This is an optimization exercise on Yosys and OpenROAD, whose aim is small area, a short achievable clock period and few clock cycles per item, not a production implementation. At most, simulation tests tie the RTL to the original design; equivalence was not proved. No activity file was given, so power comes from the tool's default toggle rates.

## windowed_average_fee_policy
module windowed_average_fee_policy (
  input  logic                             clk_i,
  input  logic                             rst_ni,
  input  logic                             s_axis_tvalid,
  output logic                             s_axis_tready,
  input  logic [8*wafp_pkg::IN_BYTES-1:0]  s_axis_tdata,
  output logic                             m_axis_tvalid,
  input  logic                             m_axis_tready,
  output logic [8*wafp_pkg::OUT_BYTES-1:0] m_axis_tdata
);
  localparam int unsigned SB = wafp_pkg::SAMPLE_BITS;
  localparam int unsigned XB = 17;                    
  localparam int unsigned UB = XB + 6;                
  localparam int unsigned CB = wafp_pkg::COUNT_BITS;  
  localparam int unsigned QD = 6;                     
  localparam int unsigned OB = 3;                     
  localparam logic [2:0] TC_LOW = 3'd0;
  localparam logic [2:0] TC_MID = 3'd1;
  localparam logic [2:0] TC_1   = 3'd2;
  localparam logic [2:0] TC_2   = 3'd3;
  localparam logic [2:0] TC_3   = 3'd4;
  localparam logic [2:0] TC_4   = 3'd5;
  logic [5:0]    phase_q;       
  logic          started_q;     
  logic [OB-1:0] owed_q;        
  logic          ready_q, ready_out_q;
  logic          in_fire, out_fire;
  logic [5:0]    phase_d;
  logic [OB-1:0] owed_d;
  ...
Size: ~5200 cells after synthesis, ~2500 flip-flops, ~94 I/O pins, roughly 0.067 mm² of cells after synthesis.
Settings: LEC_CHECK=0, ABC_AREA=1, ABC_CLOCK_PERIOD_IN_PS=2500, CAP_MARGIN=20, CORE_MARGIN=2, CORE_UTILIZATION=55, CTS_BUF_LIST=sky130_fd_sc_hd__clkbuf_8 sky130_fd_sc_hd__clkbuf_16, CTS_CLUSTER_DIAMETER=70, CTS_CLUSTER_SIZE=30, SETUP_SLACK_MARGIN=5, SLEW_MARGIN=20; clock period 8.0 ns.
standard.sh (not shown) runs the stock make flow with config.mk's settings and CLKGATE_MAP_FILE= SYNTH_SCRIPT=/design/flow/synth_recipe.tcl, a recipe that flattens the netlist after the stock synthesis.
==> flow/flow/run.sh <==
#!/bin/bash
set -euo pipefail
export BUFFER_PORTS_ARGS="-buffer_cell sky130_fd_sc_hd__buf_4"
export CTS_ARGS="-sink_clustering_enable -repair_clock_nets -sink_clustering_size 30 -sink_clustering_max_diameter 70 -buf_list {sky130_fd_sc_hd__clkbuf_8 sky130_fd_sc_hd__clkbuf_16} -dont_use_dummy_load"
sed "s/SETUP_SLACK_MARGIN=5 /SETUP_SLACK_MARGIN=5.3 /" standard.sh > standard_m.sh
bash standard_m.sh finish > flow_make.log 2>&1
Testbench counts at the start, summed over its fixed seeds: cycles 4,840, items 4,800.
==> next run, changes <==
--- a/flow/design.v
+++ b/flow/design.v
@@ -74,25 +74,31 @@
   logic [OB-1:0] owed_q;        
   logic          ready_q, ready_out_q;
   logic          in_fire, out_fire;
   logic [5:0]    phase_d;
   logic [OB-1:0] owed_d;
   logic          ready_d;
   logic [XB-1:0] xp_q, xf_q;
   logic          xv_q;
   assign s_axis_tready = ready_out_q;
   assign in_fire       = s_axis_tvalid && ready_q;
   assign phase_d = (in_fire || !started_q) ? '0 : phase_q + 6'd1;
   assign owed_d  = owed_q + OB'(in_fire) - OB'(out_fire);
-  assign ready_d = (phase_d == '0) && (owed_d < OB'(QD));
+  logic phase_wrap, rdy_in, rdy_in_out, rdy_none;
+  assign phase_wrap = !started_q || (phase_q == 6'd63);
+  assign rdy_in     = (owed_q < OB'(QD - 1));
+  assign rdy_in_out = (owed_q < OB'(QD));
+  assign rdy_none   = phase_wrap && (owed_q < OB'(QD));
+  assign ready_d    = in_fire ? (out_fire ? rdy_in_out : rdy_in)
+                              : (out_fire ? phase_wrap : rdy_none);
   always_ff @(posedge clk_i or negedge rst_ni) begin
     if (!rst_ni) begin
       phase_q     <= '0;
       started_q   <= 1'b0;
       owed_q      <= '0;
       ready_q     <= 1'b0;
       ready_out_q <= 1'b0;
       xv_q        <= 1'b0;
     end else begin
       phase_q     <= phase_d;
       started_q   <= started_q || in_fire;
       owed_q      <= owed_d;
@@ -258,68 +264,75 @@
   always_comb begin
     pick[0] = cap3_q || !ge[1];
     for (int k = 1; k < 7; k++) pick[k] = !cap3_q && ge[k] && !ge[k+1];
     pick[7] = !cap3_q && ge[7];
     min_fee = '0;
     for (int k = 0; k < 8; k++) begin
       min_fee = min_fee | ({6{pick[k]}} & (cand0 + 6'(k)));
     end
   end
   logic [8:0]    qd_q [1:QD-1];
   logic [OB-1:0] qn_q;
   logic          mv_q, mv_out_q;
-  logic [OB-1:0] wpos, qn_d;
   logic [5:0]    hfee_q;
   logic [8:0]    hbias_q;            
   logic [8:0] bias_new, bias_next;
   logic [13:0] bn, bx;
   always_comb begin
     case (tc3_q)
       TC_4:    bn = 14'(wafp_pkg::BIAS_4);
       TC_3:    bn = 14'(wafp_pkg::BIAS_3);
       TC_2:    bn = 14'(wafp_pkg::BIAS_2);
       TC_LOW:  bn = 14'(wafp_pkg::BIAS_LOW);
       default: bn = 14'(wafp_pkg::BIAS_MID);
     endcase
     case (qd_q[1][8:6])
       TC_4:    bx = 14'(wafp_pkg::BIAS_4);
       TC_3:    bx = 14'(wafp_pkg::BIAS_3);
       TC_2:    bx = 14'(wafp_pkg::BIAS_2);
       TC_LOW:  bx = 14'(wafp_pkg::BIAS_LOW);
       default: bx = 14'(wafp_pkg::BIAS_MID);
     endcase
   end
   assign bias_new  = bn[8:0];
   assign bias_next = bx[8:0];
   assign out_fire = mv_q && m_axis_tready;
-  assign wpos     = qn_q - OB'(out_fire);
-  assign qn_d     = qn_q + OB'(v3_q) - OB'(out_fire);
+  logic [OB-1:0] qn_keep, qn_take;
+  logic          mv_keep, mv_take;
+  logic [5:0]    hfee_keep, hfee_take;
+  logic [8:0]    hbias_keep, hbias_take;
+  logic [8:0]    qd_keep [1:QD-1];
+  logic [8:0]    qd_take [1:QD-1];
+  assign qn_keep = qn_q + OB'(v3_q);
+  assign qn_take = qn_q + OB'(v3_q) - OB'(1);
+  assign mv_keep = v3_q || (qn_q != '0);
+  assign mv_take = v3_q || (qn_q > OB'(1));
+  always_comb begin
+    hfee_keep  = (v3_q && qn_q == '0) ? min_fee : hfee_q;
+    hbias_keep = (v3_q && qn_q == '0) ? bias_new : hbias_q;
+    hfee_take  = (v3_q && qn_q == OB'(1)) ? min_fee : qd_q[1][5:0];
+    hbias_take = (v3_q && qn_q == OB'(1)) ? bias_new : bias_next;
+    for (int i = 1; i < QD; i++) begin
+      qd_keep[i] = (v3_q && qn_q == OB'(i)) ? {tc3_q, min_fee} : qd_q[i];
+      if (i < QD - 1) qd_take[i] = (v3_q && qn_q == OB'(i + 1)) ? {tc3_q, min_fee} : qd_q[i+1];
+      else            qd_take[i] = qd_q[i];
+    end
+  end
   always_ff @(posedge clk_i or negedge rst_ni) begin
     if (!rst_ni) begin
       qn_q     <= '0;
       mv_q     <= 1'b0;
       mv_out_q <= 1'b0;
     end else begin
-      qn_q     <= qn_d;
-      mv_q     <= (qn_d != '0);
-      mv_out_q <= (qn_d != '0);
+      qn_q     <= out_fire ? qn_take : qn_keep;
+      mv_q     <= out_fire ? mv_take : mv_keep;
+      mv_out_q <= out_fire ? mv_take : mv_keep;
     end
   end
   always_ff @(posedge clk_i) begin
-    if (v3_q && wpos == '0) begin
-      hfee_q  <= min_fee;
-      hbias_q <= bias_new;
-    end else if (out_fire) begin
-      hfee_q  <= qd_q[1][5:0];
-      hbias_q <= bias_next;
-    end
-    for (int i = 1; i < QD; i++) begin
-      if (v3_q && wpos == OB'(i)) begin
-        qd_q[i] <= {tc3_q, min_fee};
-      end else if (out_fire) begin
-        if (i < QD - 1) qd_q[i] <= qd_q[i+1];
-      end
-    end
+    hfee_q  <= out_fire ? hfee_take : hfee_keep;
+    hbias_q <= out_fire ? hbias_take : hbias_keep;
+    for (int i = 1; i < QD; i++) qd_q[i] <= out_fire ? qd_take[i] : qd_keep[i];
   end
   assign m_axis_tvalid = mv_out_q;
   assign m_axis_tdata  = {4'b0, 5'b10011, hbias_q, hfee_q};
 endmodule
=>
- worst setup slack gains 17 ps
- global-route usage drops by 0.24 points
- wire length drops by 0.70%
- synthesized cell count drops by 0.48%
- combinational power climbs to 21 times its value
- via count barely changes
Testbench counts after the change, summed over its fixed seeds: cycles 4,840, items 4,800.

Another version of the RTL of windowed_average_fee_policy (not shown whole).
For scale: roughly 5100 cells after synthesis, roughly 2500 flip-flops, ~94 I/O pins, ~0.066 sq mm of cells after synthesis.
==> flow/design.v (excerpt) <==
module windowed_average_fee_policy (
  input  logic                             clk_i,
  input  logic                             rst_ni,
  input  logic                             s_axis_tvalid,
  output logic                             s_axis_tready,
  input  logic [8*wafp_pkg::IN_BYTES-1:0]  s_axis_tdata,
  output logic                             m_axis_tvalid,
  input  logic                             m_axis_tready,
  output logic [8*wafp_pkg::OUT_BYTES-1:0] m_axis_tdata
);
clock: 8.0 ns
lec_check: 0
abc_area: 1
abc_clock_period_in_ps: 2500
cap_margin: 20
core_margin: 2
core_utilization: 55
cts_buf_list: sky130_fd_sc_hd__clkbuf_8 sky130_fd_sc_hd__clkbuf_16
cts_cluster_diameter: 70
cts_cluster_size: 30
setup_slack_margin: 5
slew_margin: 20
Scripts as last shown in full above: flow/flow/run.sh
Testbench counts at the start, summed over its fixed seeds: cycles 4,840, items 4,800.
==> next run, changes <==
--- a/flow/design.v
+++ b/flow/design.v
@@ -57,15 +57,15 @@
   input  logic                             m_axis_tready,
   output logic [8*wafp_pkg::OUT_BYTES-1:0] m_axis_tdata
 );
   localparam int unsigned SB = wafp_pkg::SAMPLE_BITS;
   localparam int unsigned XB = 17;                    
   localparam int unsigned UB = XB + 6;                
   localparam int unsigned CB = wafp_pkg::COUNT_BITS;  
-  localparam int unsigned QD = 6;                     
+  localparam int unsigned QD = 7;                     
   localparam int unsigned OB = 3;                     
   localparam logic [2:0] TC_LOW = 3'd0;
   localparam logic [2:0] TC_MID = 3'd1;
   localparam logic [2:0] TC_1   = 3'd2;
   localparam logic [2:0] TC_2   = 3'd3;
   localparam logic [2:0] TC_3   = 3'd4;
   localparam logic [2:0] TC_4   = 3'd5;
@@ -73,14 +73,16 @@
   logic          started_q;     
   logic [OB-1:0] owed_q;        
   logic          ready_q, ready_out_q;
   logic          in_fire, out_fire;
   logic [5:0]    phase_d;
   logic [OB-1:0] owed_d;
   logic          ready_d;
+  logic [XB-1:0] xp_q, xf_q;
+  logic          xv_q;
   assign s_axis_tready = ready_out_q;
   assign in_fire       = s_axis_tvalid && ready_q;
   assign phase_d = (in_fire || !started_q) ? '0 : phase_q + 6'd1;
   assign owed_d  = owed_q + OB'(in_fire) - OB'(out_fire);
   logic phase_wrap, rdy_in, rdy_in_out, rdy_none;
   assign phase_wrap = !started_q || (phase_q == 6'd63);
   assign rdy_in     = (owed_q < OB'(QD - 1));
@@ -91,72 +93,67 @@
   always_ff @(posedge clk_i or negedge rst_ni) begin
     if (!rst_ni) begin
       phase_q     <= '0;
       started_q   <= 1'b0;
       owed_q      <= '0;
       ready_q     <= 1'b0;
       ready_out_q <= 1'b0;
+      xv_q        <= 1'b0;
     end else begin
       phase_q     <= phase_d;
       started_q   <= started_q || in_fire;
       owed_q      <= owed_d;
       ready_q     <= ready_d;
       ready_out_q <= ready_d;
+      xv_q        <= in_fire;
     end
   end
-  logic [SB-1:0]   in_p, in_f;
-  logic            big_p, big_f;
-  logic [XB-1:0]   sat_p, sat_f;
+  logic [SB-1:0] in_p, in_f;
+  assign in_p = s_axis_tdata[SB-1:0];
+  assign in_f = s_axis_tdata[2*SB-1:SB];
+  always_ff @(posedge clk_i) begin
+    xp_q <= (|in_p[SB-1:XB]) ? {XB{1'b1}} : in_p[XB-1:0];
+    xf_q <= (|in_f[SB-1:XB]) ? {XB{1'b1}} : in_f[XB-1:0];
+  end
   logic [2*XB-1:0] old_pair;
   logic [XB-1:0]   old_p, old_f;
   logic [CB-1:0]   n1_q;             
   logic            full1;
   logic            v1_q, grow1_q;
-  logic [XB:0]     dp_raw, df_raw, dp_sat, df_sat;
   logic [XB:0]     dp_q, df_q;       
-  assign in_p  = s_axis_tdata[SB-1:0];
-  assign in_f  = s_axis_tdata[2*SB-1:SB];
-  assign big_p = |in_p[SB-1:XB];
-  assign big_f = |in_f[SB-1:XB];
-  assign sat_p = big_p ? {XB{1'b1}} : in_p[XB-1:0];
-  assign sat_f = big_f ? {XB{1'b1}} : in_f[XB-1:0];
   wafp_ram #(
     .Width (2 * XB),
     .Depth (wafp_pkg::WINDOW_DEPTH)
   ) u_window (
     .clk_i   (clk_i),
-    .we_i    (in_fire),
-    .wdata_i ({sat_f, sat_p}),
+    .we_i    (xv_q),
+    .wdata_i ({xf_q, xp_q}),
     .rdata_o (old_pair)
   );
   assign full1 = n1_q[CB-1];
   assign old_p = full1 ? old_pair[XB-1:0] : '0;
   assign old_f = full1 ? old_pair[2*XB-1:XB] : '0;
   always_ff @(posedge clk_i or negedge rst_ni) begin
     if (!rst_ni) begin
       n1_q    <= '0;
       v1_q    <= 1'b0;
       grow1_q <= 1'b0;
     end else begin
-      v1_q    <= in_fire;
-      grow1_q <= in_fire && !full1;
-      if (in_fire && !full1) n1_q <= n1_q + CB'(1);
+      v1_q    <= xv_q;
+      grow1_q <= xv_q && !full1;
+      if (xv_q && !full1) n1_q <= n1_q + CB'(1);
     end
   end
-  assign dp_raw = {1'b0, in_p[XB-1:0]} + {1'b1, ~old_p} + (XB+1)'(full1);
-  assign dp_sat = {1'b0, {XB{1'b1}}}   + {1'b1, ~old_p} + (XB+1)'(full1);
-  assign df_raw = {1'b0, in_f[XB-1:0]} - {1'b0, old_f};
-  assign df_sat = {1'b0, {XB{1'b1}}}   - {1'b0, old_f};
   always_ff @(posedge clk_i or negedge rst_ni) begin
     if (!rst_ni) begin
       dp_q <= '0;
       df_q <= '0;
-    end else if (in_fire) begin
-      dp_q <= big_p ? dp_sat : dp_raw;
-      df_q <= big_f ? df_sat : df_raw;
+    end else if (xv_q) begin
+      dp_q <= {1'b0, xp_q} + {1'b1, ~old_p} + (XB+1)'(full1);
+      df_q <= {1'b0, xf_q} - {1'b0, old_f};
     end else begin
       dp_q <= '0;
       df_q <= '0;
     end
   end
   logic [UB:0]     pn_q;             
   logic [UB-1:0]   fsum_q;
The new run completed without violations.
Setup slack loses 0.011 ns.
Count of clock-buffer cells in the layout shrinks by 2.
Sequential power is lower by about 5%.
Via count is higher by about 0.8%.
Cell area grows by 1.0%.
Routed wire length falls by about 1.8%.
Die area is higher by 1.0%.
Synthesized cell count is higher by about 0.55%.
Combinational power rose by about 20%.
Maximum frequency went down by about 0.4%.
Area after synthesis goes up by about 1%.
Sequential cell count went up by 44.
Cell count grows by 1.9%.
Testbench counts after the change, summed over its fixed seeds: cycles 4,848, items 4,800.

Another version of the RTL of windowed_average_fee_policy (not shown whole).
Size: about 5300 cells after synthesis, about 94 I/O pins, about 67000 um^2 of cells after synthesis.
## windowed_average_fee_policy
module windowed_average_fee_policy (
  input  logic                             clk_i,
  input  logic                             rst_ni,
  input  logic                             s_axis_tvalid,
  output logic                             s_axis_tready,
  input  logic [8*wafp_pkg::IN_BYTES-1:0]  s_axis_tdata,
  output logic                             m_axis_tvalid,
  input  logic                             m_axis_tready,
  output logic [8*wafp_pkg::OUT_BYTES-1:0] m_axis_tdata
);
  localparam int unsigned SB = wafp_pkg::SAMPLE_BITS;
  localparam int unsigned XB = 17;                    
  localparam int unsigned UB = XB + 6;                
  localparam int unsigned CB = wafp_pkg::COUNT_BITS;  
  localparam int unsigned QD = 6;                     
  localparam int unsigned OB = 3;                     
  localparam logic [2:0] TC_LOW = 3'd0;
  localparam logic [2:0] TC_MID = 3'd1;
  localparam logic [2:0] TC_1   = 3'd2;
  localparam logic [2:0] TC_2   = 3'd3;
  localparam logic [2:0] TC_3   = 3'd4;
  localparam logic [2:0] TC_4   = 3'd5;
  logic [5:0]    phase_q;       
  logic          started_q;     
  logic [OB-1:0] owed_q;        
  logic          ready_q, ready_out_q;
  logic          in_fire, out_fire;
  logic [5:0]    phase_d;
  logic [OB-1:0] owed_d;
  logic          ready_d;
  logic [XB-1:0] xp_q, xf_q;
  logic          xv_q;
  assign s_axis_tready = ready_out_q;
  assign in_fire       = s_axis_tvalid && ready_q;
  assign phase_d = (in_fire || !started_q) ? '0 : phase_q + 6'd1;
  assign owed_d  = owed_q + OB'(in_fire) - OB'(out_fire);
  assign ready_d = (phase_d == '0) && (owed_d < OB'(QD));
  always_ff @(posedge clk_i or negedge rst_ni) begin
    if (!rst_ni) begin
      phase_q     <= '0;
      started_q   <= 1'b0;
      owed_q      <= '0;
      ready_q     <= 1'b1;
      ready_out_q <= 1'b1;
      xv_q        <= 1'b0;
    end else begin
      phase_q     <= phase_d;
      started_q   <= started_q || in_fire;
      owed_q      <= owed_d;
      ready_q     <= ready_d;
      ready_out_q <= ready_d;
      xv_q        <= in_fire;
    end
  end
  logic [SB-1:0] in_p, in_f;
  assign in_p = s_axis_tdata[SB-1:0];
  assign in_f = s_axis_tdata[2*SB-1:SB];
  always_ff @(posedge clk_i) begin
  ...
Settings: LEC_CHECK=0, ABC_AREA=1, ABC_CLOCK_PERIOD_IN_PS=2500, CAP_MARGIN=20, CORE_MARGIN=2, CORE_UTILIZATION=55, CTS_BUF_LIST=sky130_fd_sc_hd__clkbuf_4 sky130_fd_sc_hd__clkbuf_8, CTS_CLUSTER_DIAMETER=50, CTS_CLUSTER_SIZE=20, SETUP_SLACK_MARGIN=5, SLEW_MARGIN=20; clock period 8.0 ns.
run.sh (not shown) runs the stock make flow with config.mk's settings and CLKGATE_MAP_FILE= SYNTH_SCRIPT=/design/flow/synth_recipe.tcl, a recipe that flattens the netlist after the stock synthesis.
Stock flow here: none of the scripts above is used.
Edit:
--- a/flow/design.v
+++ b/flow/design.v
@@ -85,16 +85,16 @@
   assign owed_d  = owed_q + OB'(in_fire) - OB'(out_fire);
   assign ready_d = (phase_d == '0) && (owed_d < OB'(QD));
   always_ff @(posedge clk_i or negedge rst_ni) begin
     if (!rst_ni) begin
       phase_q     <= '0;
       started_q   <= 1'b0;
       owed_q      <= '0;
-      ready_q     <= 1'b1;
-      ready_out_q <= 1'b1;
+      ready_q     <= 1'b0;
+      ready_out_q <= 1'b0;
       xv_q        <= 1'b0;
     end else begin
       phase_q     <= phase_d;
       started_q   <= started_q || in_fire;
       owed_q      <= owed_d;
       ready_q     <= ready_d;
       ready_out_q <= ready_d;
@@ -133,17 +133,25 @@
       grow1_q <= 1'b0;
     end else begin
       v1_q    <= xv_q;
       grow1_q <= xv_q && !full1;
       if (xv_q && !full1) n1_q <= n1_q + CB'(1);
     end
   end
-  always_ff @(posedge clk_i) begin
-    dp_q <= {1'b0, xp_q} + {1'b1, ~old_p} + (XB+1)'(full1);
-    df_q <= {1'b0, xf_q} - {1'b0, old_f};
+  always_ff @(posedge clk_i or negedge rst_ni) begin
+    if (!rst_ni) begin
+      dp_q <= '0;
+      df_q <= '0;
+    end else if (xv_q) begin
+      dp_q <= {1'b0, xp_q} + {1'b1, ~old_p} + (XB+1)'(full1);
+      df_q <= {1'b0, xf_q} - {1'b0, old_f};
+    end else begin
+      dp_q <= '0;
+      df_q <= '0;
+    end
   end
   localparam int unsigned DB = 12;   
   logic [UB:0]     pn_q;             
   logic [UB-1:0]   fsum_q;
   logic [DB-1:0]   d_q;              
   logic [DB+1:0]   d3_q;             
   logic [16:0]     d30_q;            
@@ -156,18 +164,16 @@
       d_q    <= '0;
       d3_q   <= '0;
       d30_q  <= '0;
       l39_q  <= '0;
       v2_q   <= 1'b0;
     end else begin
       v2_q <= v1_q;
-      if (v1_q) begin
-        pn_q   <= pn_q + {{(UB-XB){dp_q[XB]}}, dp_q};
-        fsum_q <= fsum_q + {{(UB-XB-1){df_q[XB]}}, df_q};
-      end
+      pn_q   <= pn_q + {{(UB-XB){dp_q[XB]}}, dp_q};
+      fsum_q <= fsum_q + {{(UB-XB-1){df_q[XB]}}, df_q};
       if (grow1_q) begin
         d_q   <= d_q + DB'(50);
         d3_q  <= d3_q + 14'd150;
         d30_q <= d30_q + 17'd1500;
         l39_q <= l39_q + 12'd39;
       end
     end
Result: Final area goes down slightly; non-clock buffer count rose by 9; first-iteration DRC count grows by a little under a tenth; global-route usage hardly moves; clock-buffer cell count came out higher by 5; final cell count decreases slightly; utilization came out higher by 0.37 points; synthesized area drops slightly; setup slack improves by 0.084 ns; die area came out lower slightly; clock power fell slightly; power drops by a quarter to a third; fmax is higher by a few percent.
Testbench counts after the change, summed over its fixed seeds: cycles 4,840, items 4,800.
The RTL of the first run of this note was laid out without a check of its function.

==> static timing again, ports no longer ideal <==
No port has a modelled driver above. Below, the same layouts with a new extraction and two added sets of constraints. Step 1 (the two cells are an assumption about what drives the block):
set clk [get_ports {clk_i}]
set_driving_cell -lib_cell sky130_fd_sc_hd__clkbuf_16 $clk
set_driving_cell -lib_cell sky130_fd_sc_hd__buf_2 [delete_from_list [all_inputs] $clk]
Step 2 times the ports against the registers' clock, not the clock port: input delays grow and output delays shrink by t, the midpoint of the rising clock arrivals with the driver on. Slacks: no drivers / after step 1 / after step 2; pairs: no drivers / after step 1.
| run | t, ns | setup slack, ns | hold WS [ns] | latest minus earliest clock arrival (ns) | pins driven straight from the clock port |
|---|---|---|---|---|---|
| the first run of note 1 | 0.745 | 5.145 / 5.070 / 4.587 | 0.247 / 0.247 / 0.247 | 0.127 / 0.127 | 1 |
| the second run of note 1 | 0.759 | 5.162 / 5.089 / 4.628 | 0.258 / 0.258 / 0.258 | 0.114 / 0.113 | 1 |
| the first run of note 2 | 0.766 | 5.149 / 5.080 / 4.643 | 0.227 / 0.227 / 0.227 | 0.126 / 0.126 | 1 |
| the second run of note 2 | 0.761 | 5.138 / 5.064 / 4.644 | 0.235 / 0.235 / 0.235 | 0.105 / 0.106 | 1 |
| the first run of note 3 | 0.940 | 4.823 / 4.757 / 4.417 | 0.304 / 0.304 / 0.304 | 0.063 / 0.064 | 1 |
| the second run of note 3 | 0.959 | 4.906 / 4.835 / 4.230 | 0.313 / 0.313 / 0.313 | 0.034 / 0.034 | 1 |
After both steps every run listed still meets setup and hold. The setup slack of the second run of note 3, which loses most, moves by -0.071 ns with the drivers and by -0.676 ns with both steps.
